From an optimization exercise on the open Yosys and OpenROAD flow, aimed at small area, a short achievable clock period and few clock cycles per item; shortcuts taken in it are not production practice. In this exercise RTL edits were held to simulation tests only and were not proved equivalent to the original. Power and IR drop assume default switching activity.

==> flow/design.v, too long to show whole: its modules and the start of the top module <==
// module alu_seq_core: 2980 lines
module alu_seq_core #(
  parameter int unsigned WIDTH    = 32,
  parameter int unsigned MULT_LAT = 3
) (
  input  logic                 clk,
  input  logic                 reset,
  input  logic                 start,
  input  logic [2:0]           op,
  input  logic [WIDTH-1:0]     A,
  input  logic [WIDTH-1:0]     B,
  output logic                 busy,
  output logic                 done,
  output logic [2*WIDTH-1:0]   result,
  output logic                 err
);
  // ...
==> flow/run.sh <==
#!/bin/bash
# synth_recipe.tcl (not shown) runs the flow's synth.tcl, then flattens the netlist and writes it again
# the make line also repeats each setting of config.mk as NAME=value (left out here)
make -C /OpenROAD-flow-scripts/flow DESIGN_CONFIG=/design/flow/config.mk WORK_HOME=/design/flow/orfs CLKGATE_MAP_FILE= SYNTH_SCRIPT=/design/flow/synth_recipe.tcl finish
==> flow/config.mk <==
export PLATFORM = sky130hd
export DESIGN_NAME = alu_seq_core
export DESIGN_NICKNAME = alu_seq_core
export VERILOG_FILES = /design/flow/design.v
export SDC_FILE = /design/flow/constraint.sdc
export NUM_CORES = 4
export LEC_CHECK = 0
export CAP_MARGIN = 20
export CORE_MARGIN = 2
export CORE_UTILIZATION = 40
export SETUP_SLACK_MARGIN = 5
export SLEW_MARGIN = 20
==> flow/constraint.sdc <==
create_clock -name core_clock -period 9.0 [get_ports {clk}]
set_input_delay 1.8000 -clock core_clock [delete_from_list [all_inputs] [get_ports {clk}]]
set_output_delay 1.8000 -clock core_clock [all_outputs]
set_load 0.01 [all_outputs]
==> out/qor.txt, run 1 <==
Tot Pwr - 9.10 mW
max cap viols - 0
switching share of power - 44.0%
Rows - 109
multi-input combinational cell count - 2,577
Seq Cell Count - 374
status - finished clean
CP arrival - 4.47 ns
Initial Util - 40.5%
Avg Inst Size Synth - 9.82 um2
# DRC - 0
asr flop ratio synth - 18.2%
Metal-1 WL - 51,500 um
# clk buffers - 59
Logic inverters - 354
Die X-Extent - 303 um
Final Hold Viols - 0
vias in the first global route - 29,200
Top class by area - multi-input combinational cells
Crit Path Category - reg -> reg
initial antenna violation count - 4
Hold Path Cell Cnt - 0
worst-path cell chain - buf_4 > a22oi_1 > xor2_1 > fa_1 > fa_1 > fa_1 > inv_1 > fa_1 > fa_1
main combinational cell family by area after synthesis - adder cells
critical path endpoint category - flip-flop
vias - 28,100
1st-iter DRT viols - 3,066
Peak VDD IR - 0.145 mV
largest net degree at the start of global routing - 70
comb pwr - 4.81 mW
Critical Path RT - 9.48 ns
Die Area - 92,100 um2
post-synth net total - 4,379
Synth area leaders - fa_1 (27%), dfxtp_1 (17%), a22oi_1 (11%), xor2_1 (7.5%), xnor2_1 (6.7%)
final setup margin - 5.01 ns
gr busiest metal - met2
Clock transition at path regs - 0.06 ns
Post-Route WL - 124,000 um
setup repair bufs after CTS - 0
Testbench counts, summed over its fixed seeds: cycles 24,024, items 24,000.
==> inputs of run 2 (changes only) <==
--- a/flow/design.v
+++ b/flow/design.v
@@ -81,27 +81,31 @@
   end
   always_ff @(posedge clk) begin
     nop2 <= nop1;
     ill2 <= ill1;
     cs0_q <= cs0_d;
     cs1_q <= cs1_d;
     cs2_q <= cs2_d;
   end
+  logic hp, ld;
+  assign ld = v2 & (~nop2 | ~hp);
   always_ff @(posedge clk or posedge reset) begin
     if (reset) begin
-      done   <= 1'b0;
-      err    <= 1'b0;
-      result <= '0;
+      done <= 1'b0;
+      hp   <= 1'b0;
     end else begin
       done <= v2;
-      err  <= ill2;
-      if (v2 && !nop2) result <= fin_s + fin_c;
+      hp   <= hp | v2;
     end
   end
+  always_ff @(posedge clk) begin
+    err <= ill2;
+    if (ld) result <= fin_s + fin_c;
+  end
   logic pp1;
   logic pp2;
   logic pp3;
   logic pp4;
   logic pp5;
   logic pp6;
   logic pp7;
   logic pp8;
==> flow/flow/run.sh (new file) <==
#!/bin/bash
# The standard layout, with the timing repair aiming below the clock
# period (the SDC, clock period and all constraints are unchanged).
set -o pipefail
bash standard.sh SETUP_SLACK_MARGIN=$(cat flow/margin.txt) finish > make.log 2>&1
==> flow/flow/margin.txt (new file) <==
5.7
==> flow/standard.sh (new file) <==
#!/bin/bash
# synth_recipe.tcl (not shown) runs the flow's synth.tcl, then flattens the netlist and writes it again
# the make line also repeats each setting of config.mk as NAME=value (left out here)
make -C /OpenROAD-flow-scripts/flow DESIGN_CONFIG=/design/flow/config.mk WORK_HOME=/design/flow/orfs CLKGATE_MAP_FILE= SYNTH_SCRIPT=/design/flow/synth_recipe.tcl "${@:-finish}"
==> flow/config.mk (replaced) <==
export PLATFORM = sky130hd
export DESIGN_NAME = alu_seq_core
export DESIGN_NICKNAME = alu_seq_core
export VERILOG_FILES = /design/flow/design.v
export SDC_FILE = /design/flow/constraint.sdc
export NUM_CORES = 4
export LEC_CHECK = 0
export CAP_MARGIN = 20
export CORE_MARGIN = 2
export CORE_UTILIZATION = 40
export SLEW_MARGIN = 20
removed: flow/run.sh
==> run 2 against run 1 <==
  * Clock skew is 0.012 ns lower
  * Worst setup slack better by 0.16 ns
  * Wire length is 19% higher
  * Sequential power is 6% higher
  * Worst hold slack worse by 0.0030 ns
  * Die area is 0.63% higher
  * Clock power hardly changed
  * Largest cell class unchanged
  * Power is 15% higher
==> out/qor.txt, run 2 <==
post-synth net total - 4,306 (was 4,379)
RSZ-0062 raised after global routing - true (unchanged)
Ys Warns - 1 (unchanged)
Final Hold Viols - 0 (unchanged)
Final min period - 3.83 ns (was 3.99 ns)
GRT Util Overall - 30.6% (was 27.1%)
Initial Util - 40.2% (was 40.5%)
Die H - 304 um (was 303 um)
most frequent cell after synthesis - a22oi_1 (unchanged)
Synth area leaders - fa_1 (27%), dfxtp_1 (17%), a22oi_1 (11%), xor2_1 (7.3%), xnor2_1 (6.8%) (was fa_1 (27%), dfxtp_1 (17%), a22oi_1 (11%), xor2_1 (7.5%), xnor2_1 (6.7%))
most frequent cells after synthesis - a22oi_1 (529), fa_1 (486), inv_1 (352), dfxtp_1 (307), xor2_1 (300) (was a22oi_1 (528), fa_1 (486), inv_1 (350), clkbuf_1 (312), xor2_1 (307))
Clk Tree Root Cell - clkbuf_16 (unchanged)
core area - 89,700 um2 (was 88,600 um2)
setup_tns - 0 ns (unchanged)
Critical Path RT - 9.55 ns (was 9.48 ns)
met2 WL - 60,200 um (was 51,300 um)
FF+latch count, synth - 375 (was 374)
highest routed layer - met5 (unchanged)
Fmax achieved - 0.261 GHz (was 0.251 GHz)
worst-margin pin slew - 0.921 ns (was 1.10 ns)
estimated wirelength of the detail-placed design - 79,900 um (was 78,300 um)
Rows - 110 (was 109)
asr flop ratio synth - 1.07% (was 18.2%)
htree depth - 2 (unchanged)
CTS buffer count - 45 (was 46)
worst hold-check slack - 0.325 ns (was 0.328 ns)
post-synth top area share - 26.9% (was 27.1%)
CTS Hold Bufs - 0 (unchanged)
Peak VDD IR - 0.171 mV (was 0.145 mV)
post-synth design cell area - 36,100 um2 (was 35,900 um2)
Post-Route WL - 148,000 um (was 124,000 um)
leak pwr - 18.0 nW (was 15.9 nW)
PD cells - 224 nW/um2 (was 229 nW/um2)
Primary FF master, synth - dfxtp_1 (unchanged)
Layout Nets - 4,513 (was 4,283)
CP Max Fanout - 6 (was 32)
clock tree buffer depth - 3 (unchanged)
CP arrival - 4.38 ns (was 4.47 ns)
WL/cell - 29.5 um (was 26.1 um)
Post-synth EDFFs - 64 (was 0)
Die X-Extent - 304 um (was 303 um)
Crit Path Category - reg -> reg (unchanged)
status - finished clean (unchanged)
post-synthesis sequential area ratio - 22.6% (was 21.8%)
first-pass GRT wire length - 209,000 um (was 186,000 um)
dominant cell type by area after synthesis - fa_1 (unchanged)
# fillers - 7,761 (was 8,439)
critical path endpoint category - flip-flop (unchanged)
final-report setup violation count - 0 (unchanged)
worst rel slew slack - 38.6% (was 25.9%)
worst skew pair latency - 0.65 ns (about the same)
Regs by FF count - cs0_q: 64 flops, cs1_q: 64 flops, result: 64 flops (unchanged)
# DRC - 0 (unchanged)
most common cell after layout, fill and taps aside - a22oi_1 (unchanged)
layout cells sized above 1 - 27.0% (was 6.70%)
vias - 30,700 (was 28,100)
Area Overhead vs Synth - 29.5% (was 10.9%)
Routed Antenna Nets - 0 (unchanged)
Cells after Synth - 3,582 (was 3,655)
Hold Path Class - reg -> reg (unchanged)
gpl congestion - 0.907 (was 0.897)
initial antenna violation count - 4 (unchanged)
Met3 Routed Length - 22,600 um (was 16,400 um)
skew final - 0.0564 ns (was 0.0682 ns)
Metal-1 WL - 54,900 um (was 51,500 um)
Die Area - 92,700 um2 (was 92,100 um2)
TritonCTS sink count - 375 (was 374)
num ports - 137 (unchanged)
PortBufs - 135 (unchanged)
max cap viols - 0 (unchanged)
global route overflow - 0 (unchanged)
Worst setup SP type - flip-flop (unchanged)
Final Max Tran Viols - 0 (unchanged)
1st-iter DRT viols - 4,360 (was 3,066)
vias in the first global route - 31,100 (was 29,200)
Util after Layout - 52.1% (was 44.9%)
vias per cell - 6.13 (was 5.89)
Netlist cell types - 75 (was 68)
commonest non-fill, non-tap cells in the layout - a22oi_1 (372), fa_1 (347), inv_1 (310) (was a22oi_1 (528), fa_1 (486), inv_1 (349))
TritonCTS clock tree - done (unchanged)
Clock transition at path regs - 0.06 ns (about the same)
fin crit share - 42.5% (was 44.4%)
largest net degree at the start of global routing - 68 (was 70)
Avg Inst Size Synth - 10.1 um2 (was 9.82 um2)
Pre-antenna DRT Iters - 8 (was 9)
[run 2: cell types whose count changed after synthesis, moves of 21 or more]
cell	previous run	this run
and2_1	47	68
dfrtp_1	68	4
edfxtp_1	0	64
clkbuf_1	312	291
nand2_1	203	125
o21ai_0	95	46
[run 2: logic make-up after synthesis]
group / count (synthesis) / synth area share [%]
buf+inv: 693 / 7.39
fa+ha+maj: 654 / 32.8
simple gates: 410 / 5.63
xor+xnor: 581 / 14.1
flops: 375 / 22.6
compound gates: 819 / 16.1
other cells: 1 / 0.0104
mux: 49 / 1.40
[run 2: worst paths after layout]
path                          from        end  slack [ns]  cells after the start
max in group asynchronous    reset         v2        7.52                      2
min in group asynchronous    reset       done        1.33                      2
setup / recovery           x1_1[6]  cs1_q[28]        5.17                     13
hold / removal               y1[1]   cs1_q[1]        0.33                      0
hold reg to reg              y1[1]   cs1_q[1]        0.33                      0
setup reg to reg           x1_1[6]  cs1_q[28]        5.17                     13
[run 2: metrics by stage]
| step | setup WS (ns) | total power, mW | area (um2) | std cells |
|---|---|---|---|---|
| after global routing | 5.19 | 11.1 | 46800 | 5000 |
| after CTS | 5.40 | 9.84 | 44800 | 4907 |
| after detailed placement | 4.64 | 7.47 | 38800 | 4630 |
| after floorplan | 5.58 | 5.82 | 37700 | 3582 |
| final | 5.17 | 10.5 | 46800 | 5002 |
| after global placement | 4.66 | 7.44 | 38800 | 4630 |
[run 2: power breakdown]
part	switching [mW]	total (mW)	leakage, nW	internal [mW]
logic	3.56	6.07	14.0	2.51
registers	0.236	2.50	3.24	2.26
clock network	0.832	1.90	0.751	1.07
[run 2: metal layers]
metal / global-route usage, % / vias to the layer above
met5: 0 / -
met4: 15.5 / 8
met3: 14.3 / 702
met2: 44.0 / 2399
met1: 38.2 / 15100
li1: - / 12400
[run 2: area by class of cell]
cell class | count | area [um2] | area share (%)
Multi-Input combinational cell | 2514 | 27500 | 58.8
Sequential cell | 375 | 8390 | 17.9
Timing Repair Buffer | 497 | 6540 | 14.0
Tap cell | 1176 | 1470 | 3.15
Inverter | 356 | 1340 | 2.87
Clock buffer | 56 | 1230 | 2.63
Clock inverter | 26 | 293 | 0.626
Antenna cell | 2 | 5.00 | 0.0107
[run 2: repair_timing]
item	CTS	global route
endpoints found under the setup margin	225	104
gates resized for setup	548	274
buffers inserted	151	88
endpoints found under the hold margin	0	0
gates cloned	44	5
pin swaps	128	202
[run 2: worst max-delay path: stages, from the launching register on]
cell and delay [ns]:
dfxtp_4 0.37, buf_12 0.15, buf_16 0.14, buf_4 0.14
buf_12 0.12, a22oi_2 0.22, xnor2_1 0.22, ha_1 0.29
inv_1 0.08, fa_2 0.45, fa_2 0.54, inv_2 0.04
fa_2 0.33, fa_2 0.63
Testbench counts of run 2, summed over its fixed seeds: cycles 24,024, items 24,000.
==> inputs of run 3 (changes only) <==
==> flow/flow/run.sh (replaced) <==
#!/bin/bash
# The standard layout (standard.sh), with two layout choices changed:
#  - the timing repair aims at the slack margin in flow/margin.txt
#  - ports are buffered with buf_1 cells instead of the default choice
# The SDC, clock period and all constraints are unchanged.
set -o pipefail
bash standard.sh SETUP_SLACK_MARGIN=$(cat flow/margin.txt) \
  "BUFFER_PORTS_ARGS=-buffer_cell sky130_fd_sc_hd__buf_1" finish > make.log 2>&1
==> flow/flow/margin.txt (replaced) <==
5.0
==> run 3 against run 2 <==
  * First-iteration DRC count is 30% lower
  * Final area down 16%
  * Global-route usage is 4.6 points lower
  * Clock skew shrank 0.032 ns
  * Die area did not move
  * Register-to-register slack lost 0.12 ns
  * Critical path type unchanged
  * Still clean on timing, DRC and antenna
  * Cell count down 5.7%
  * Worst hold slack hardly changed
==> out/qor.txt, run 3 <==
setup_tns - 0 ns (unchanged)
most used cell, CP - fa_1 (was fa_2)
dominant cell type by area after synthesis - fa_1 (unchanged)
area of the multi-input gates - 25,300 um2 (was 27,500 um2)
Final Max Tran Viols - 0 (unchanged)
Register Area - 8270 um2 (was 8390 um2)
post-synth top area share - 26.9% (unchanged)
Ys Warns - 1 (unchanged)
commonest non-fill, non-tap cells in the layout - a22oi_1 (528), fa_1 (486), inv_1 (352) (was a22oi_1 (372), fa_1 (347), inv_1 (310))
Non-Filler Instances - 4,715 (was 5,002)
TritonCTS clock tree - done (unchanged)
worst skew pair latency - 0.63 ns (was 0.65 ns)
PortBufs - 135 (unchanged)
FF+latch count, synth - 375 (unchanged)
largest net degree at the start of global routing - 70 (was 68)
gpl congestion - 0.942 (was 0.907)
Crit path largest cell delay - 0.67 ns (was 0.63 ns)
Hold Path Class - reg -> reg (unchanged)
most frequent cells after synthesis - a22oi_1 (529), fa_1 (486), inv_1 (352), dfxtp_1 (307), xor2_1 (300) (unchanged)
PD cells - 236 nW/um2 (was 224 nW/um2)
worst-margin pin slew - 1.01 ns (was 0.921 ns)
Die Area - 92,700 um2 (unchanged)
clock tree buffer depth - 3 (unchanged)
reg-to-reg slack, setup - 5.05 ns (was 5.17 ns)
layout cells sized above 1 - 6.82% (was 27.0%)
Worst setup SP type - flip-flop (unchanged)
initial antenna violation count - 7 (was 4)
RSZ-0062 raised after global routing - false (was true)
highest routed layer - met5 (unchanged)
Hold Path End - cs2_q[0] (was cs1_q[1])
Reg2Reg Depth - 9 (was 13)
Critical Path RT - 9.50 ns (was 9.55 ns)
Post-synth EDFFs - 64 (unchanged)
htree depth - 2 (unchanged)
worst rel slew slack - 33.0% (was 38.6%)
met2 WL - 53,300 um (was 60,200 um)
status - finished clean (unchanged)
leak pwr - 15.3 nW (was 18.0 nW)
CP Max Fanout - 33 (was 6)
Metal-1 WL - 49,400 um (was 54,900 um)
Fmax achieved - 0.253 GHz (was 0.261 GHz)
Crit Path Category - reg -> reg (unchanged)
worst-path cell chain - buf_4 > a22oi_1 > xor2_1 > fa_1 > fa_1 > fa_1 > inv_1 > fa_1 > fa_1 (was buf_12 > buf_16 > buf_4 > buf_12 > a22oi_2 > xnor2_1 > ha_1 > inv_1 > fa_2 > fa_2 > inv_2 > fa_2 > fa_2)
hold path start - y1[0] (was y1[1])
Die X-Extent - 304 um (unchanged)
fin crit share - 43.8% (was 42.5%)
Area Overhead vs Synth - 8.35% (was 29.5%)
post-synth design cell area - 36,100 um2 (unchanged)
Final Hold Viols - 0 (unchanged)
Netlist cell types - 75 (unchanged)
Slowest-stage cell, CP - fa_1 (was fa_2)
asr flop ratio synth - 1.07% (unchanged)
CTS buffer count - 43 (was 45)
core area - 89,700 um2 (unchanged)
Met3 Routed Length - 13,200 um (was 22,600 um)
Clk Tree Root Cell - clkbuf_16 (unchanged)
vias - 27,300 (was 30,700)
Regs by FF count - cs0_q: 64 flops, cs1_q: 64 flops, result: 64 flops (unchanged)
vias in the first global route - 28,700 (was 31,100)
Rows - 110 (unchanged)
Hold Path Cell Cnt - 0 (unchanged)
vias per cell - 5.80 (was 6.13)
WL/cell - 25.4 um (was 29.5 um)
Pre-antenna DRT Iters - 8 (unchanged)
placed cell count - 4,627 (was 4,630)
most common cell after layout, fill and taps aside - a22oi_1 (unchanged)
skew final - 0.0245 ns (was 0.0564 ns)
# fillers - 8,625 (was 7,761)
Post-Route WL - 120,000 um (was 148,000 um)
GRT Util Overall - 25.9% (was 30.6%)
max cap viols - 0 (unchanged)
num ports - 137 (unchanged)
Worst R2R Start - ax1[15] (was x1_1[6])
TritonCTS sink count - 375 (unchanged)
RR Endpoint - cs1_q[29] (was cs1_q[28])
Cells after Synth - 3,582 (unchanged)
post-synthesis sequential area ratio - 22.6% (unchanged)
estimated wirelength of the detail-placed design - 79,700 um (was 79,900 um)
1st-iter DRT viols - 3,054 (was 4,360)
Layout Nets - 4,222 (was 4,513)
Clock transition at path regs - 0.07 ns (was 0.06 ns)
Initial Util - 40.2% (unchanged)
# DRC - 0 (unchanged)
most frequent cell after synthesis - a22oi_1 (unchanged)
Primary FF master, synth - dfxtp_1 (unchanged)
critical path endpoint category - flip-flop (unchanged)
Die H - 304 um (unchanged)
final-report setup violation count - 0 (unchanged)
Synth area leaders - fa_1 (27%), dfxtp_1 (17%), a22oi_1 (11%), xor2_1 (7.3%), xnor2_1 (6.8%) (unchanged)
post-synth net total - 4,306 (unchanged)
Peak VDD IR - 0.133 mV (was 0.171 mV)
Routed Antenna Nets - 0 (unchanged)
Avg Inst Size Synth - 10.1 um2 (unchanged)
first-pass GRT wire length - 183,000 um (was 209,000 um)
Tot Pwr - 9.24 mW (was 10.5 mW)
CP arrival - 4.45 ns (was 4.38 ns)
global route overflow - 0 (unchanged)
Final min period - 3.95 ns (was 3.83 ns)
run 3: repair_timing:
| action | 4_1_cts | 5_1_grt |
|---|---|---|
| resized for setup | 16 | 31 |
| pin swaps | 0 | 3 |
| hold buffers | 0 | 0 |
| setup buffers | 0 | 2 |
| endpoints found under the setup margin | 29 | 47 |
run 3: routing by layer:
layer / GRT usage (%) / up-vias
met3: 7.08 / 240
met4: 9.20 / 2
li1: - / 11800
met2: 40.0 / 1562
met5: 0 / -
met1: 34.9 / 13700
run 3: worst max-delay path by stage:
stage | depth (start not counted) | end | slack, ns | start
after floorplan | 10 | cs1_q[36] | 5.04 | neg1[10]
after global placement | 9 | cs1_q[38] | 4.77 | neg1[10]
after detailed placement | 12 | result[60] | 4.69 | cs0_q[2]
after CTS | 8 | cs1_q[29] | 5.01 | ax1[19]
after global routing | 10 | result[60] | 4.99 | cs0_q[48]
final | 9 | cs1_q[29] | 5.05 | ax1[15]
run 3: worst max-delay path, delay by kind of cell (launching register included):
| kind | cells | cell delay, ns |
|---|---|---|
| XOR/XNOR | 1 | 0.20 |
| AO/OA/AOI/OAI | 1 | 0.16 |
| buffers and inverters | 2 | 0.50 |
| adder cells (fa/ha/maj) | 5 | 2.62 |
| flip-flops | 1 | 0.31 |
run 3: final cells by class:
type / instances / share of cell area (%)
Inverter: 356 / 3.42
Clock inverter: 21 / 0.902
Sequential cell: 375 / 21.1
Clock buffer: 59 / 3.22
Tap cell: 1176 / 3.76
Antenna cell: 6 / 0.0384
Multi-Input combinational cell: 2514 / 64.7
Timing Repair Buffer: 208 / 2.81
run 3: report_power, final:
part	switching, mW	internal [mW]	total (mW)
clock	0.805	1.18	1.98
combinational	3.01	1.73	4.74
sequential	0.250	2.27	2.51
run 3: per-stage QoR:
| step | cell area (um2) | hold WS [ns] | utilization [%] | worst slack, ns |
|---|---|---|---|---|
| 2_1_floorplan | 36100 | 0.310 | - | 5.04 |
| 5_1_grt | 39100 | 0.332 | 43.6 | 4.99 |
| 4_1_cts | 39000 | 0.326 | 43.5 | 5.01 |
| 3_3_place_gp | 37400 | 0.310 | 41.6 | 4.77 |
| 6_report | 39100 | 0.325 | 43.6 | 5.05 |
| 3_5_place_dp | 37400 | 0.314 | 41.6 | 4.69 |
run 3: kinds of logic (layout without fill, tap and decap cells):
logic type | after synthesis | in the layout | synth area share, %
other | 1 | 7 | 0.0104
adder cells (fa/ha/maj) | 654 | 654 | 32.8
AO/OA/AOI/OAI | 819 | 819 | 16.1
multiplexers | 49 | 49 | 1.40
flip-flops | 375 | 375 | 22.6
AND/OR/NAND/NOR | 410 | 410 | 5.63
buffers and inverters | 693 | 644 | 7.39
XOR/XNOR | 581 | 581 | 14.1
==> inputs of run 4 (changes only) <==
--- a/flow/config.mk
+++ b/flow/config.mk
@@ -10,2 +10,3 @@
 export CORE_UTILIZATION = 40
+export CTS_BUF_LIST = sky130_fd_sc_hd__clkbuf_4 sky130_fd_sc_hd__clkbuf_8
 export SLEW_MARGIN = 20
==> run 4 against run 3 <==
  * Area after synthesis is the same
  * Global-route usage is 0.24 points higher
  * Die area unchanged
  * Clock power is 5% lower
  * Critical path depth did not move
  * Register-to-register slack hardly changed
  * Synthesized cell count unchanged
  * Clock-buffer cell count grew 38
  * Final area barely moved
  * Utilization barely moved
  * Fmax about the same
  * Non-clock buffer count grew 1
  * Largest cell class unchanged
  * Largest power group unchanged
  * Highest routed layer unchanged
==> out/qor.txt, run 4 <==
Ys Warns - 1 (unchanged)
Hold Path Cell Cnt - 0 (unchanged)
Peak VDD IR - 0.121 mV (was 0.133 mV)
most frequent cell after synthesis - a22oi_1 (unchanged)
Netlist cell types - 75 (unchanged)
Layout Nets - 4,250 (was 4,222)
GRT Util Overall - 26.2% (was 25.9%)
asr flop ratio synth - 1.07% (unchanged)
status - finished clean (unchanged)
vias per cell - 5.79 (was 5.80)
largest net degree at the start of global routing - 70 (unchanged)
Crit path depth - 9 (unchanged)
CP Max Fanout - 33 (unchanged)
critical path's top delay family - adder cells (unchanged)
Regs by FF count - cs0_q: 64 flops, cs1_q: 64 flops, result: 64 flops (unchanged)
Crit Path Category - reg -> reg (unchanged)
CP bufs+invs - 2 (unchanged)
Cells after Synth - 3,582 (unchanged)
adder-cell share of the synthesized area - 32.8% (unchanged)
Die X-Extent - 304 um (unchanged)
Post-synth EDFFs - 64 (unchanged)
htree depth - 3 (was 2)
num ports - 137 (unchanged)
most common cell after layout, fill and taps aside - a22oi_1 (unchanged)
critical path endpoint category - flip-flop (unchanged)
post-synthesis mux area share - 1.40% (unchanged)
estimated wirelength of the detail-placed design - 79,700 um (unchanged)
Clock transition at path regs - 0.06 ns (was 0.07 ns)
Fmax achieved - 0.253 GHz (about the same)
Placed Area - 37,400 um2 (unchanged)
post-synth net total - 4,306 (unchanged)
clock tree buffer depth - 3 (unchanged)
WL/cell - 25.3 um (was 25.4 um)
Die Area - 92,700 um2 (unchanged)
vias in the first global route - 29,000 (was 28,700)
Clk Tree Root Cell - clkbuf_8 (was clkbuf_16)
most frequent cells after synthesis - a22oi_1 (529), fa_1 (486), inv_1 (352), dfxtp_1 (307), xor2_1 (300) (unchanged)
setup_tns - 0 ns (unchanged)
post-synth design cell area - 36,100 um2 (unchanged)
worst-margin pin slew - 1.05 ns (was 1.01 ns)
Avg Inst Size Synth - 10.1 um2 (unchanged)
CP arrival - 4.55 ns (was 4.45 ns)
gpl congestion - 0.942 (unchanged)
post-synthesis sequential area ratio - 22.6% (unchanged)
RSZ-0062 raised after global routing - false (unchanged)
Area Overhead vs Synth - 8.38% (was 8.35%)
Synth area leaders - fa_1 (27%), dfxtp_1 (17%), a22oi_1 (11%), xor2_1 (7.3%), xnor2_1 (6.8%) (unchanged)
skew final - 0.0624 ns (was 0.0245 ns)
highest routed layer - met5 (unchanged)
Final min period - 3.95 ns (about the same)
Tot Pwr - 9.15 mW (was 9.24 mW)
worst skew pair latency - 0.74 ns (was 0.63 ns)
Post-Route WL - 121,000 um (was 120,000 um)
fin crit share - 43.8% (about the same)
Synth Area in Simple Gates - 5.63% (unchanged)
# fillers - 8,649 (was 8,625)
met2 WL - 53,500 um (was 53,300 um)
Hold Path Class - reg -> reg (unchanged)
1st-iter DRT viols - 2,935 (was 3,054)
# DRC - 0 (unchanged)
worst rel slew slack - 30.2% (was 33.0%)
layout cells sized above 1 - 8.29% (was 6.82%)
PortBufs - 135 (unchanged)
post-synth top area share - 26.9% (unchanged)
PD cells - 234 nW/um2 (was 236 nW/um2)
compound-cell area share of the yosys netlist - 16.1% (unchanged)
final-report setup violation count - 0 (unchanged)
Primary FF master, synth - dfxtp_1 (unchanged)
Critical Path RT - 9.60 ns (was 9.50 ns)
Worst setup SP type - flip-flop (unchanged)
Die H - 304 um (unchanged)
core area - 89,700 um2 (unchanged)
Slowest-stage cell, CP - fa_1 (unchanged)
leak pwr - 15.3 nW (about the same)
Routed Antenna Nets - 0 (unchanged)
CTS buffer count - 70 (was 43)
Initial Util - 40.2% (unchanged)
first-pass GRT wire length - 184,000 um (was 183,000 um)
Final Cell Area - 39,100 um2 (about the same)
Met3 Routed Length - 13,600 um (was 13,200 um)
Metal-1 WL - 49,500 um (was 49,400 um)
max cap viols - 0 (unchanged)
Crit path largest cell delay - 0.67 ns (about the same)
Final Hold Viols - 0 (unchanged)
TritonCTS sink count - 375 (unchanged)
Non-Filler Instances - 4,765 (was 4,715)
TritonCTS clock tree - done (unchanged)
worst-path cell chain - buf_4 > a22oi_1 > xor2_1 > fa_1 > fa_1 > fa_1 > inv_1 > fa_1 > fa_1 (unchanged)
Final Max Tran Viols - 0 (unchanged)
initial antenna violation count - 9 (was 7)
Rows - 110 (unchanged)
main combinational cell family by area after synthesis - adder cells (unchanged)
most used cell, CP - fa_1 (unchanged)
Pre-antenna DRT Iters - 6 (was 8)
dominant cell type by area after synthesis - fa_1 (unchanged)
commonest non-fill, non-tap cells in the layout - a22oi_1 (528), fa_1 (486), inv_1 (352) (unchanged)
Reg2Reg Depth - 9 (unchanged)
global route overflow - 0 (unchanged)
vias - 27,600 (was 27,300)
FF+latch count, synth - 375 (unchanged)
Post-Synth XOR/XNOR Area - 14.1% (unchanged)
placed cell count - 4,627 (unchanged)
## run 4: cell counts after synthesis
Identical to the previous run, type by type.
## run 4: through the flow
stage	setup WS, ns	util [%]	hold WS [ns]
global route	4.98	43.6	0.337
floorplan	5.04	-	0.310
finish	5.05	43.6	0.327
detailed placement	4.69	41.6	0.314
CTS	4.99	43.4	0.331
global placement	4.77	41.6	0.310
## run 4: per-layer routing
metal | up-vias | global-route usage (%)
li1 | 11900 | -
met4 | 4 | 10.3
met2 | 1559 | 40.1
met3 | 275 | 7.04
met1 | 13800 | 35.2
met5 | - | 0
## run 4: repair_timing
| action | CTS | global route |
|---|---|---|
| buffers inserted | 0 | 3 |
| endpoints found under the setup margin | 33 | 45 |
| hold buffers | 0 | 0 |
| resized for setup | 18 | 37 |
| pin swaps | 0 | 3 |
## run 4: where the power goes
group | internal (mW) | switching [mW] | leakage [nW]
clock | 1.05 | 0.829 | 0.825
combinational | 1.73 | 3.02 | 11.3
sequential | 2.27 | 0.248 | 3.22
## run 4: worst register-to-register path, stage by stage (launching register included)
cell     delay [ns]
dfxtp_2        0.31
buf_4          0.44
a22oi_1        0.18
xor2_1         0.20
fa_1           0.61
fa_1           0.45
fa_1           0.51
inv_1          0.05
fa_1           0.39
fa_1           0.67
## run 4: worst paths after layout
path	from	endpoint	slack, ns
max	ax1[15]	cs1_q[29]	5.05
max reg2reg	ax1[15]	cs1_q[29]	5.05
min reg2reg	y1[3]	cs2_q[3]	0.33
max in group asynchronous	reset	hp	7.94
min	y1[3]	cs2_q[3]	0.33
min in group asynchronous	reset	done	0.91
## run 4: logic make-up after synthesis
kind of cell / after synthesis
fa+ha+maj: 654
buf+inv: 693
simple gates: 410
xor+xnor: 581
flops: 375
mux: 49
compound gates: 819
other cells: 1
## run 4: cell type report
type | instances | area [um2] | area share (%)
inverters | 356 | 1340 | 3.42
multi-input cells | 2514 | 25300 | 64.7
well taps | 1176 | 1470 | 3.76
flip-flops and latches | 375 | 8270 | 21.1
diodes | 8 | 20.0 | 0.0512
clock inverters | 30 | 348 | 0.889
clock buffers | 97 | 1230 | 3.16
repair buffers | 209 | 1130 | 2.89
==> inputs of run 5 (changes only) <==
==> flow/flow/run.sh (replaced) <==
#!/bin/bash
# The standard layout (standard.sh) with these layout choices changed:
#  - after the standard synthesis, flow/polarity.py removes inverters around
#    full-adder cells (a full adder with all inputs and outputs complemented is
#    the same function) and swaps xor2/xnor2 where that saves an inverter;
#    registers are not touched
#  - the timing repair aims at the slack margin in flow/margin.txt
#  - ports are buffered with buf_1 cells
#  - clock tree synthesis inserts no dummy loads
# The SDC, clock period and all constraints are unchanged.
set -o pipefail
R=$PWD/orfs/results/sky130hd/alu_seq_core/base
ARGS=(SETUP_SLACK_MARGIN=$(cat flow/margin.txt) "BUFFER_PORTS_ARGS=-buffer_cell sky130_fd_sc_hd__buf_1"
      "CTS_ARGS=-sink_clustering_enable -repair_clock_nets -dont_use_dummy_load")
bash standard.sh "${ARGS[@]}" $R/1_2_yosys.v > make_synth.log 2>&1 || exit 1
cp $R/1_2_yosys.v yosys_standard.v
python3 flow/polarity.py yosys_standard.v $R/1_2_yosys.v > polarity.log 2>&1 || exit 1
bash standard.sh "${ARGS[@]}" finish > make.log 2>&1
==> flow/flow/polarity.py (new file) <==
#!/usr/bin/env python3
"""Remove inverters around full-adder cells in a Yosys-written sky130 netlist.

A full adder is self-dual: FA(~a,~b,~c) = ~FA(a,b,c) for both outputs. So a
fa cell can be 'flipped' (every input complemented, both outputs read as
complemented) without changing the logic. This picks flips greedily to
minimise the number of inv_1 cells needed, then rewrites the netlist with one
inverter per signal that is still needed in complemented form.

usage: polarity.py IN.v OUT.v
"""
import re, sys, collections

src = open(sys.argv[1]).read()
OUTPINS = {"X", "Y", "Q", "Q_N", "SUM", "COUT", "HI", "LO"}
INV = "sky130_fd_sc_hd__inv_1"
FA = re.compile(r"sky130_fd_sc_hd__fa_\d+$")

m = re.search(r"^module\s+(\S+)\s*\((.*?)\);(.*?)^endmodule", src, re.S | re.M)
body = m.group(3)
cell_re = re.compile(r"^\s*(sky130_fd_sc_hd__\w+)\s+(\S+)\s*\((.*?)\);\s*$", re.S | re.M)
pin_re = re.compile(r"\.(\w+)\(\s*(.*?)\s*\)(?=\s*[,)]|\s*$)", re.S)

def norm(n):
    n = n.strip()
    return n

cells = []
spans = []
for cm in cell_re.finditer(body):
    typ, name, pbody = cm.group(1), cm.group(2), cm.group(3)
    pins = {}
    for pm in re.finditer(r"\.(\w+)\(([^()]*)\)", pbody):
        pins[pm.group(1)] = norm(pm.group(2))
    cells.append([typ, name, pins])
    spans.append((cm.start(), cm.end()))

ports = set()
for pm in re.finditer(r"^\s*(output|input)\s+(?:\[[^\]]*\]\s*)?(\S+?)\s*;", body, re.M):
    ports.add(pm.group(2))
assign_nets = set()
for am in re.finditer(r"^\s*assign\s+(.*?)\s*=\s*(.*?)\s*;", body, re.M):
    for side in (am.group(1), am.group(2)):
        for tok in re.findall(r"\\\S+|[A-Za-z_][\w$]*(?:\[\d+\])?", side):
            assign_nets.add(tok)

def esc(n):
    return n + " " if n.startswith("\\") else n

def port_base(n):
    return re.sub(r"\[\d+\]$", "", n.lstrip("\\"))

def is_fixed_net(n):
    return n in assign_nets or port_base(n) in ports or n.lstrip("\\") in ports

driver = {}
for i, (typ, name, pins) in enumerate(cells):
    for p, n in pins.items():
        if p in OUTPINS:
            driver[n] = (i, p)

# removable inverters: inv_1 whose output is an ordinary internal net
removable = set()
for i, (typ, name, pins) in enumerate(cells):
    if typ == INV and not is_fixed_net(pins["Y"]) and not is_fixed_net(pins["A"]):
        removable.add(i)

def lit(n, depth=0):
    d = driver.get(n)
    if d is not None and d[0] in removable and depth < 50:
        r, q = lit(cells[d[0]][2]["A"], depth + 1)
        return r, q ^ 1
    return n, 0

fas = [i for i, c in enumerate(cells) if FA.match(c[0])]
XSWAP = {"sky130_fd_sc_hd__xor2_1": "sky130_fd_sc_hd__xnor2_1",
         "sky130_fd_sc_hd__xnor2_1": "sky130_fd_sc_hd__xor2_1"}
xs = [i for i, c in enumerate(cells) if c[0] in XSWAP and not is_fixed_net(c[2].get("X", c[2].get("Y", "")))]
fa_out = {}   # root net -> flippable cell index (fa or xor2/xnor2)
for i in fas:
    for p in ("SUM", "COUT"):
        fa_out[cells[i][2][p]] = i
for i in xs:
    p = "X" if "X" in cells[i][2] else "Y"
    fa_out[cells[i][2][p]] = i

# consumers: (cell index, pin) for every input pin of a kept cell
consumers = []   # (ci, pin, root, q)
for i, (typ, name, pins) in enumerate(cells):
    if i in removable:
        continue
    for p, n in pins.items():
        if p in OUTPINS:
            continue
        r, q = lit(n)
        consumers.append((i, p, r, q))
# nets read by assigns / ports through removable inverters stay as they are
flip = collections.defaultdict(int)
by_root = collections.defaultdict(list)
by_cell = collections.defaultdict(list)
for k, (ci, p, r, q) in enumerate(consumers):
    by_root[r].append(k)
    by_cell[ci].append(k)

def demand(k):
    ci, p, r, q = consumers[k]
    if ci in fa_set and flip[ci]:
        q ^= 1
    f = fa_out.get(r)
    if f is not None and flip[f]:
        q ^= 1
    return q

fa_set = set(fas)
def root_cost(r):
    return 1 if any(demand(k) for k in by_root[r]) else 0

def cost_roots(i):
    c = cells[i][2]
    if i in fa_set:
        roots = set(consumers[k][2] for k in by_cell[i])
        roots.add(c["SUM"]); roots.add(c["COUT"])
    else:
        roots = {c["X"] if "X" in c else c["Y"]}
    return roots

total0 = sum(root_cost(r) for r in by_root)
changed = True
it = 0
while changed and it < 50:
    changed = False
    it += 1
    for i in fas + xs:
        rs = cost_roots(i)
        before = sum(root_cost(r) for r in rs)
        flip[i] ^= 1
        after = sum(root_cost(r) for r in rs)
        if after < before:
            changed = True
        else:
            flip[i] ^= 1
total1 = sum(root_cost(r) for r in by_root)
sys.stderr.write("xor/xnor swapped %d of %d\n" % (sum(flip[i] for i in xs), len(xs)))
sys.stderr.write("inverters needed: %d -> %d (removable inverters were %d), flipped %d of %d fa\n"
                 % (total0, total1, len(removable), sum(flip[i] for i in fas), len(fas)))

# rewrite
invnet = {}
newcells = []
for r in by_root:
    if any(demand(k) for k in by_root[r]):
        nm = "polinv_%d" % len(invnet)
        invnet[r] = nm + "_y"
        newcells.append("  %s %s (\n    .A(%s),\n    .Y(%s)\n  );\n" % (INV, nm, esc(r), invnet[r]))
for k, (ci, p, r, q) in enumerate(consumers):
    cells[ci][2][p] = invnet[r] if demand(k) else r

out = []
pos = 0
for i, (s, e) in enumerate(spans):
    out.append(body[pos:s])
    if i not in removable:
        typ, name, pins = cells[i]
        if flip[i] and typ in XSWAP:
            typ = XSWAP[typ]
            pins = {("Y" if p == "X" else "X" if p == "Y" else p): n for p, n in pins.items()}
        conn = ",\n".join("    .%s(%s)" % (p, esc(n)) for p, n in pins.items())
        out.append("\n  %s %s (\n%s\n  );" % (typ, name, conn))
    pos = e
out.append(body[pos:])
newbody = "".join(out)
decl = "".join("  wire %s;\n" % n for n in invnet.values())
res = src[:m.start(3)] + "\n" + decl + newbody + "".join(newcells) + src[m.end(3):]
open(sys.argv[2], "w").write(res)
--- a/flow/config.mk
+++ b/flow/config.mk
@@ -10,3 +10,2 @@
 export CORE_UTILIZATION = 40
-export CTS_BUF_LIST = sky130_fd_sc_hd__clkbuf_4 sky130_fd_sc_hd__clkbuf_8
 export SLEW_MARGIN = 20
==> run 5 against run 4 <==
  * Sequential power about the same
  * Power down 3.2%
  * Final area down 1.8%
  * Combinational power up 2%
  * Utilization down 0.19 points
  * Critical path type unchanged
  * Largest cell class unchanged
  * Largest power group unchanged
==> out/qor.txt, run 5 <==
status - finished clean (unchanged)
skew final - 0.0743 ns (was 0.0624 ns)
Fmax achieved - 0.249 GHz (was 0.253 GHz)
first-pass GRT wire length - 184,000 um (about the same)
TritonCTS clock tree - done (unchanged)
leak pwr - 14.4 nW (was 15.3 nW)
Cells after Synth - 3,486 (was 3,582)
vias - 27,400 (was 27,600)
GR Util met3 - 8.22% (was 7.04%)
TritonCTS sink count - 375 (unchanged)
PD cells - 231 nW/um2 (was 234 nW/um2)
Placed Area - 37,000 um2 (was 37,400 um2)
Clk Tree Root Cell - clkbuf_16 (was clkbuf_8)
fin crit share - 44.7% (was 43.8%)
Clock transition at path regs - 0.06 ns (about the same)
initial antenna violation count - 7 (was 9)
Die X-Extent - 303 um (was 304 um)
gr busiest metal - met2 (unchanged)
Initial Util - 40.4% (was 40.2%)
critical path endpoint category - flip-flop (unchanged)
Area Overhead vs Synth - 7.50% (was 8.38%)
Slowest-stage cell, CP - a221oi_1 (was fa_1)
Rows - 109 (was 110)
Crit Path Category - reg -> reg (unchanged)
most common cell after layout, fill and taps aside - a22oi_1 (unchanged)
Final Max Tran Viols - 0 (unchanged)
most used cell, CP - a21oi_1 (was fa_1)
Worst setup SP type - flip-flop (unchanged)
post-synth net total - 4,210 (was 4,306)
Pre-antenna DRT Iters - 22 (was 6)
vias per cell - 6.00 (was 5.79)
Regs by FF count - cs0_q: 64 flops, cs1_q: 64 flops, result: 64 flops (unchanged)
Util after Layout - 43.4% (was 43.6%)
vias in the first global route - 28,500 (was 29,000)
core area - 88,500 um2 (was 89,700 um2)
met1 usage in global routing - 36.7% (was 35.2%)
max cap viols - 0 (unchanged)
worst-path cell chain - fa_1 > ha_1 > a21oi_1 > o21ai_1 > a221o_1 > a221oi_1 > o21bai_1 > a21oi_1 > nand2_1 > xnor2_1 (was buf_4 > a22oi_1 > xor2_1 > fa_1 > fa_1 > fa_1 > inv_1 > fa_1 > fa_1)
final setup margin - 4.98 ns (was 5.05 ns)
CTS buffer count - 43 (was 70)
RSZ-0062 raised after global routing - false (unchanged)
GRT Util Overall - 26.9% (was 26.2%)
critical path's top delay family - compound AO/OA/AOI/OAI gates (was adder cells)
Post-Route WL - 122,000 um (was 121,000 um)
global route overflow - 0 (unchanged)
Final Hold Viols - 0 (unchanged)
worst skew pair latency - 0.61 ns (was 0.74 ns)
Layout Nets - 4,131 (was 4,250)
Die H - 303 um (was 304 um)
worst-margin pin slew - 1.07 ns (was 1.05 ns)
1st-iter DRT viols - 3,425 (was 2,935)
Final Cell Area - 38,400 um2 (was 39,100 um2)
setup_tns - 0 ns (unchanged)
Crit path largest cell delay - 0.45 ns (was 0.67 ns)
Ys Warns - 1 (unchanged)
clock tree buffer depth - 3 (unchanged)
post-synth design cell area - 35,700 um2 (was 36,100 um2)
met2 Track Usage GR - 40.5% (was 40.1%)
Routed Antenna Nets - 0 (unchanged)
# DRC - 0 (unchanged)
gpl congestion - 0.954 (was 0.942)
final-report setup violation count - 0 (unchanged)
CP arrival - 4.32 ns (was 4.55 ns)
reg-to-reg slack, setup - 4.98 ns (was 5.05 ns)
dpl ws - 4.63 ns (was 4.69 ns)
commonest non-fill, non-tap cells in the layout - a22oi_1 (528), fa_1 (485), xor2_1 (297) (was a22oi_1 (528), fa_1 (486), inv_1 (352))
Peak VDD IR - 0.162 mV (was 0.121 mV)
estimated wirelength of the detail-placed design - 80,100 um (was 79,700 um)
CP bufs+invs - 0 (was 2)
Avg Inst Size Synth - 10.3 um2 (was 10.1 um2)
largest net degree at the start of global routing - 52 (was 70)
Final min period - 4.02 ns (was 3.95 ns)
CP Max Fanout - 6 (was 33)
htree depth - 2 (was 3)
PortBufs - 135 (unchanged)
Critical Path RT - 9.29 ns (was 9.60 ns)
layout cells sized above 1 - 6.67% (was 8.29%)
num ports - 137 (unchanged)
WL/cell - 26.8 um (was 25.3 um)
Hold Path Class - reg -> reg (unchanged)
worst rel slew slack - 28.5% (was 30.2%)
Die Area - 91,800 um2 (was 92,700 um2)
[run 5: metal layers]
| metal | part of all wire, % | vias to the layer above |
|---|---|---|
| met2 | 42 | 1841 |
| met3 | 13 | 345 |
| met4 | 4.0 | 6 |
| li1 | - | 11600 |
| met1 | 41 | 13600 |
| met5 | 0.030 | - |
[run 5: worst paths after layout]
kind	start	depth (start not counted)	end
worst max register to register	cs1_q[28]	10	result[58]
worst min register to register	y1[6]	0	cs2_q[6]
max in group asynchronous	reset	2	v2
worst max-delay path	cs1_q[28]	10	result[58]
min in group asynchronous	reset	2	v1
worst min-delay path	y1[6]	0	cs2_q[6]
[run 5: what timing repair did]
action / 4_1_cts / 5_1_grt
resized for setup: 20 / 63
hold buffers: 0 / 0
setup buffers: 0 / 4
hold endpoints to repair: 0 / 0
endpoints found under the setup margin: 51 / 42
pin swaps: 1 / 4
[run 5: cell type report]
type / count / area, um2
timing repair buffer: 213 / 1270
clock buffer: 43 / 1080
fill: 8401 / 50100
antenna: 5 / 12.5
multi-input combinational: 2514 / 25400
inverter: 260 / 976
sequential: 375 / 8260
tap: 1165 / 1460
[run 5: where the power goes]
part | internal (mW) | leakage, nW | switching, mW
logic | 1.77 | 10.6 | 3.09
clock network | 0.833 | 0.530 | 0.665
registers | 2.27 | 3.22 | 0.234
[run 5: per-stage QoR]
step	cells	power, mW	hold slack [ns]
2_1_floorplan	3486	5.73	0.310
3_3_place_gp	4523	7.20	0.312
3_5_place_dp	4523	7.23	0.312
4_1_cts	4566	8.75	0.326
5_1_grt	4574	9.45	0.331
6_report	4575	8.86	0.326

-- re-timing with driven ports --
No port has a modelled driver above. Below, the same layouts with a new extraction and two added sets of constraints. Step 1: set_driving_cell puts a clkbuf_16 on clk and a buf_2 on each other input, an assumption about the parent block. Step 2 also shifts input and output timing later by t, the mid clock arrival at the registers, as if the neighbouring blocks saw the same clock. a / b / c = ideal / step 1 / step 2; a / b = the first two.
run | t, ns | setup WS [ns] | worst hold slack (ns) | clock arrival spread, ns
run 1 | 0.683 | 5.008 / 5.008 / 4.661 | 0.328 / 0.328 / 0.328 | 0.069 / 0.070
run 2 | 0.688 | 5.173 / 5.173 / 5.173 | 0.325 / 0.325 / 0.325 | 0.059 / 0.059
run 3 | 0.689 | 5.054 / 5.054 / 5.054 | 0.325 / 0.325 / 0.325 | 0.025 / 0.025
run 4 | 0.774 | 5.054 / 5.054 / 5.054 | 0.327 / 0.327 / 0.327 | 0.062 / 0.063
run 5 | 0.634 | 4.980 / 4.980 / 4.980 | 0.326 / 0.326 / 0.326 | 0.079 / 0.078
After both steps every run listed still meets setup and hold. For run 1, which loses most, drivers alone change the setup slack by 0.000 ns; drivers and shift together by -0.347 ns.
